Context: an optimization exercise on an open-source flow, tuned for small area. The choices shown serve that exercise and are no tape-out recipe. The RTL was checked by simulation tests, not by an equivalence proof against the original design. Power figures rest on the tool's default switching activity, not on a simulated workload. The clock port is modelled as an ideal driver; clocking choices that lean on that would not hold on a real chip.

Setup of exp/quartz:
Design switch_top, start of the top module:
module switch_top (
	input  logic        clk,
	input  logic        arst_n,
	input  logic        init,
	input  logic [7:0]  thr_in,
	input  logic [3:0]  in_push,
	input  logic [39:0] in_word,
	output logic [3:0]  in_full,
	input  logic [3:0]  out_pop,
	output logic [39:0] out_word,
	output logic [3:0]  out_empty,
	output logic [3:0]  eg_afull,
	output logic [1:0]  state
);
	localparam logic [1:0] ST_RESET  = 2'd0;
	localparam logic [1:0] ST_INIT   = 2'd1;
	localparam logic [1:0] ST_IDLE   = 2'd2;
	localparam logic [1:0] ST_ACTIVE = 2'd3;
	logic [7:0][9:0] imem [4];
	logic [3:0] icnt [4];
	logic [2:0] irp  [4];
	logic [3:0] iempty;
	logic [3:0] ipop;
	logic [9:0] ihead [4];
	for (genvar i = 0; i < 4; i++) begin : g_in
		logic [2:0] wp;
		logic       wr;
		assign wp        = irp[i] + icnt[i][2:0];
		assign wr        = in_push[i] && !icnt[i][3];
		assign iempty[i] = (icnt[i] == 4'd0);
		assign in_full[i] = icnt[i][3];
		logic [7:0] rsel;
		assign rsel = 8'd1 << irp[i];
		always_comb begin
			ihead[i] = 10'd0;
			for (int k = 0; k < 8; k++) ihead[i] = ihead[i] | ({10{rsel[k]}} & imem[i][k]);
		end
		always_ff @(posedge clk) begin
			for (int k = 0; k < 8; k++) begin
				if (!icnt[i][3] && wp == 3'(k)) imem[i][k] <= in_word[10*i +: 10];
			end
		end
		always_ff @(posedge clk) begin
  ...
clock: 4.5 ns
lec_check: 0
cap_margin: 0
core_margin: 2
core_utilization: 70
place_density: 0.85
slew_margin: 0
standard.sh (not shown) runs the stock make flow with config.mk's settings and CLKGATE_MAP_FILE= SYNTH_SCRIPT=/design/flow/synth_recipe.tcl, a recipe that flattens the netlist after the stock synthesis.
==> flow/flow/run.sh <==
#!/bin/bash
# Layout flow: the standard ORFS flow (standard.sh) with these changes.
#  Synthesis: synth_recipe.tcl as given, except that ORFS's synth.tcl runs ABC
#    with the area-oriented script abc_area.script (in this folder) and
#    ADDER_MAP_FILE is empty, so adders are left to ABC. The Yosys front end,
#    flip-flop mapping, flattening and renaming are unchanged, so the registers
#    are the standard synthesis's.
#  Placement: port buffers use sky130_fd_sc_hd__buf_1.
#  CTS: sinks clustered up to 30 within 100 um, no dummy loads.
#  Global route: RECOVER_POWER=100 lets repair_timing downsize gates off the
#    critical paths.
# SLEW_MARGIN, CAP_MARGIN, CORE_UTILIZATION and PLACE_DENSITY come from config.mk.
# Each tool's full output: flow_make.log (make and all ORFS steps; ORFS also
# keeps per-step logs under orfs/logs).
set -euo pipefail
here=$(pwd)
fl="$here/flow"
# ORFS synth.tcl with the ABC script swapped
sed 's|^  log_cmd abc {\*}\$abc_args$|  lset abc_args 1 $::env(FLOW_ABC_SCRIPT)\n  log_cmd abc {*}$abc_args|' \
	"$FLOW_HOME/scripts/synth.tcl" > "$here/synth_area.tcl"
grep -q FLOW_ABC_SCRIPT "$here/synth_area.tcl"
# synth_recipe.tcl, sourcing that copy instead of ORFS's synth.tcl
sed 's|source \$::env(SCRIPTS_DIR)/synth.tcl|source '"$here"'/synth_area.tcl|' \
	"$here/synth_recipe.tcl" > "$here/synth_wrap.tcl"
grep -q synth_area.tcl "$here/synth_wrap.tcl"
export FLOW_ABC_SCRIPT="$fl/abc_area.script"
bash standard.sh \
	"SYNTH_SCRIPT=$here/synth_wrap.tcl" \
	"ADDER_MAP_FILE=" \
	"BUFFER_PORTS_ARGS=-buffer_cell sky130_fd_sc_hd__buf_1" \
	"CTS_ARGS=-sink_clustering_enable -repair_clock_nets -dont_use_dummy_load -sink_clustering_size 30 -sink_clustering_max_diameter 100" \
	"RECOVER_POWER=100" \
	finish > flow_make.log 2>&1
==> flow/flow/abc_area.script <==
strash
dch -f
amap
strash
dch -f
amap
strash
dch -f
amap
strash
dch -f
amap
buffer -c
topo
stime -c
dnsize -c
Every stage of exp/quartz finished as expected; the final checks, on the other hand, flagged max-capacitance violations, max-slew violations, which means the layout fails.
[inputs] exp/lagoon vs exp/quartz
diff --git a/flow/flow/run.sh b/flow/flow/run.sh
--- a/flow/flow/run.sh
+++ b/flow/flow/run.sh
@@ -8,5 +8,3 @@
 #  Placement: port buffers use sky130_fd_sc_hd__buf_1.
-#  CTS: sinks clustered up to 30 within 100 um, no dummy loads.
-#  Global route: RECOVER_POWER=100 lets repair_timing downsize gates off the
-#    critical paths.
+#  CTS: sinks clustered up to 32 within 90 um, no dummy loads.
 # SLEW_MARGIN, CAP_MARGIN, CORE_UTILIZATION and PLACE_DENSITY come from config.mk.
@@ -30,4 +28,3 @@
 	"BUFFER_PORTS_ARGS=-buffer_cell sky130_fd_sc_hd__buf_1" \
-	"CTS_ARGS=-sink_clustering_enable -repair_clock_nets -dont_use_dummy_load -sink_clustering_size 30 -sink_clustering_max_diameter 100" \
-	"RECOVER_POWER=100" \
+	"CTS_ARGS=-sink_clustering_enable -repair_clock_nets -dont_use_dummy_load -sink_clustering_size 32 -sink_clustering_max_diameter 90" \
 	finish > flow_make.log 2>&1
==> comparison <==
Min global routing met2 resource utilization across exp/quartz and exp/lagoon: exp/quartz. Worst-case reg-to-reg path depth (higher): exp/lagoon. Run comparison: exp/quartz end of the critical path emem[2][27]; exp/lagoon end of the critical path ecnt[1][2]. The count of clock-buffer cells in the layout in exp/lagoon was lower than what exp/quartz gave. exp/lagoon completed end to end with timing, DRC and antenna clean. From exp/quartz to exp/lagoon the numbers moved as follows: power dropped 76 uW, total wirelength of the detailed-routed design dropped about 1%, number of global-route vias before repair dropped 167, wire length of the first global-routing pass dropped 350 um, core utilization barely changed.
Changes in exp/amber relative to exp/lagoon:
diff --git a/flow/flow/run.sh b/flow/flow/run.sh
--- a/flow/flow/run.sh
+++ b/flow/flow/run.sh
@@ -8,3 +8,3 @@
 #  Placement: port buffers use sky130_fd_sc_hd__buf_1.
-#  CTS: sinks clustered up to 32 within 90 um, no dummy loads.
+#  CTS: sinks clustered up to 30 within 100 um, no dummy loads.
 # SLEW_MARGIN, CAP_MARGIN, CORE_UTILIZATION and PLACE_DENSITY come from config.mk.
@@ -28,3 +28,3 @@
 	"BUFFER_PORTS_ARGS=-buffer_cell sky130_fd_sc_hd__buf_1" \
-	"CTS_ARGS=-sink_clustering_enable -repair_clock_nets -dont_use_dummy_load -sink_clustering_size 32 -sink_clustering_max_diameter 90" \
+	"CTS_ARGS=-sink_clustering_enable -repair_clock_nets -dont_use_dummy_load -sink_clustering_size 30 -sink_clustering_max_diameter 100" \
 	finish > flow_make.log 2>&1
Results
- Met1 usage in global routing: exp/amber lower than exp/lagoon
- In exp/amber, the achievable clock frequency came out 1.0% above the value in exp/lagoon.
- On reported net switching power, the lower figure sits with exp/lagoon, not exp/amber.
- Total track usage of exp/amber is on par with exp/lagoon.
- Critical path depth was lower in the run labelled exp/amber.
- exp/amber: total wire length is about 0.8% higher than what exp/lagoon reported.
- Side by side, signed area change from the synthesized netlist to the final layout turned out higher in exp/amber than in exp/lagoon.
- exp/lagoon -> exp/amber: number of flip-flops and latches flat
- The total area of multi-input combinational cells of exp/lagoon and that of exp/amber are within noise of each other.
- The lower buffering stage count on the worst path with inverters included came out of exp/amber.
- On sum of met2 wire segment lengths after detailed routing, exp/lagoon and exp/amber are basically level.

========
== PW ==
switch_top, a different RTL version from the one above (not shown whole).
For scale: about 1,600 cells after synthesis, about 640 flip-flops, about 110 I/O pins, ~25,000 um^2 of cells after synthesis.
==> flow/config.mk <==
export PLATFORM = sky130hd
export DESIGN_NAME = switch_top
export DESIGN_NICKNAME = switch_top
export VERILOG_FILES = /design/flow/design.v
export SDC_FILE = /design/flow/constraint.sdc
export NUM_CORES = 4
export LEC_CHECK = 0
export CAP_MARGIN = 0
export CORE_MARGIN = 2
export CORE_UTILIZATION = 40
export SLEW_MARGIN = 0
==> flow/constraint.sdc <==
create_clock -name core_clock -period 4.5 [get_ports {clk}]
set_input_delay 0.9000 -clock core_clock [delete_from_list [all_inputs] [get_ports {clk}]]
set_output_delay 0.9000 -clock core_clock [all_outputs]
set_load 0.01 [all_outputs]
==> flow/flow/run.sh <==
#!/bin/bash
# Layout flow: the standard ORFS flow (standard.sh) with these changes.
#  Synthesis: synth_recipe.tcl as given, except that ORFS's synth.tcl runs ABC
#    with the area-oriented script abc_area.script (in this folder) and
#    ADDER_MAP_FILE is empty, so adders are left to ABC. The Yosys front end,
#    flip-flop mapping, flattening and renaming are unchanged, so the registers
#    are the standard synthesis's.
#  Placement: port buffers use sky130_fd_sc_hd__buf_1.
#  CTS: sinks clustered up to 30 within 80 um, no dummy loads.
# SLEW_MARGIN and CAP_MARGIN come from config.mk.
# Each tool's full output: flow_make.log (make and all ORFS steps; ORFS also
# keeps per-step logs under orfs/logs).
set -euo pipefail
here=$(pwd)
fl="$here/flow"
# ORFS synth.tcl with the ABC script swapped
sed 's|^  log_cmd abc {\*}\$abc_args$|  lset abc_args 1 $::env(FLOW_ABC_SCRIPT)\n  log_cmd abc {*}$abc_args|' \
	"$FLOW_HOME/scripts/synth.tcl" > "$here/synth_area.tcl"
grep -q FLOW_ABC_SCRIPT "$here/synth_area.tcl"
# synth_recipe.tcl, sourcing that copy instead of ORFS's synth.tcl
sed 's|source \$::env(SCRIPTS_DIR)/synth.tcl|source '"$here"'/synth_area.tcl|' \
	"$here/synth_recipe.tcl" > "$here/synth_wrap.tcl"
grep -q synth_area.tcl "$here/synth_wrap.tcl"
export FLOW_ABC_SCRIPT="$fl/abc_area.script"
bash standard.sh \
	"SYNTH_SCRIPT=$here/synth_wrap.tcl" \
	"ADDER_MAP_FILE=" \
	"BUFFER_PORTS_ARGS=-buffer_cell sky130_fd_sc_hd__buf_1" \
	"CTS_ARGS=-sink_clustering_enable -repair_clock_nets -dont_use_dummy_load -sink_clustering_size 30 -sink_clustering_max_diameter 80" \
	finish > flow_make.log 2>&1
==> flow/flow/abc_area.script <==
&get -n
&st
&dch -f
&nf -R 1000 -p
&st
&dch -f
&nf -R 1000 -p
&st
&dch -f
&nf -R 1000 -p
&st
&dch -f
&nf -R 1000 -p
&put
buffer -c
topo
stime -c
dnsize -c
PW ended with every stage complete and zero timing, DRC or antenna violations.
The following lists how TR was set up differently from PW:
==> flow/flow/run.sh <==
#!/bin/bash
# Layout flow: the standard ORFS flow (standard.sh, unchanged synthesis),
# with three layout options changed:
#  - port buffers use the smallest buffer, sky130_fd_sc_hd__buf_1;
#  - CTS clusters up to 30 sinks within 80 um and inserts no dummy loads.
# The full make output goes to flow_make.log in this folder.
set -euo pipefail
bash standard.sh \
	"BUFFER_PORTS_ARGS=-buffer_cell sky130_fd_sc_hd__buf_1" \
	"CTS_ARGS=-sink_clustering_enable -repair_clock_nets -dont_use_dummy_load -sink_clustering_size 30 -sink_clustering_max_diameter 80" \
	finish > flow_make.log 2>&1
removed: flow/flow/abc_area.script
[summary]
TR vs PW, end point of the critical path: ecnt[3][3] vs ecnt[0][2]
Compared with PW, TR degrades fmax.
Summary of TR over PW: combinational share of power up 9.8 points; met3 global-route usage down 0.38 points.
Between PW and TR, slack of the critical path decreased.
TR contains more vias than PW.

re-timing with driven ports:
No port has a modelled driver above. Below, the same layouts with a new extraction and two added sets of constraints. Step 1 assumes that a clkbuf_16 drives the clock port and a buf_2 every other input. Step 2 times the ports against the registers' clock, not the clock port: input delays grow and output delays shrink by t, the midpoint of the rising clock arrivals with the driver on. Slacks: no drivers / after step 1 / after step 2; pairs: no drivers / after step 1.
run | t, ns | setup slack, ns | worst setup path at the end
exp/quartz | 0.613 | 0.278 / 0.278 / 0.278 | register to register
exp/lagoon | 0.618 | 0.463 / 0.463 / 0.463 | register to register
exp/amber | 0.615 | 0.503 / 0.503 / 0.503 | register to register
PW | 0.651 | 0.505 / 0.505 / 0.505 | register to register
TR | 0.649 | 0.357 / 0.357 / 0.357 | register to register
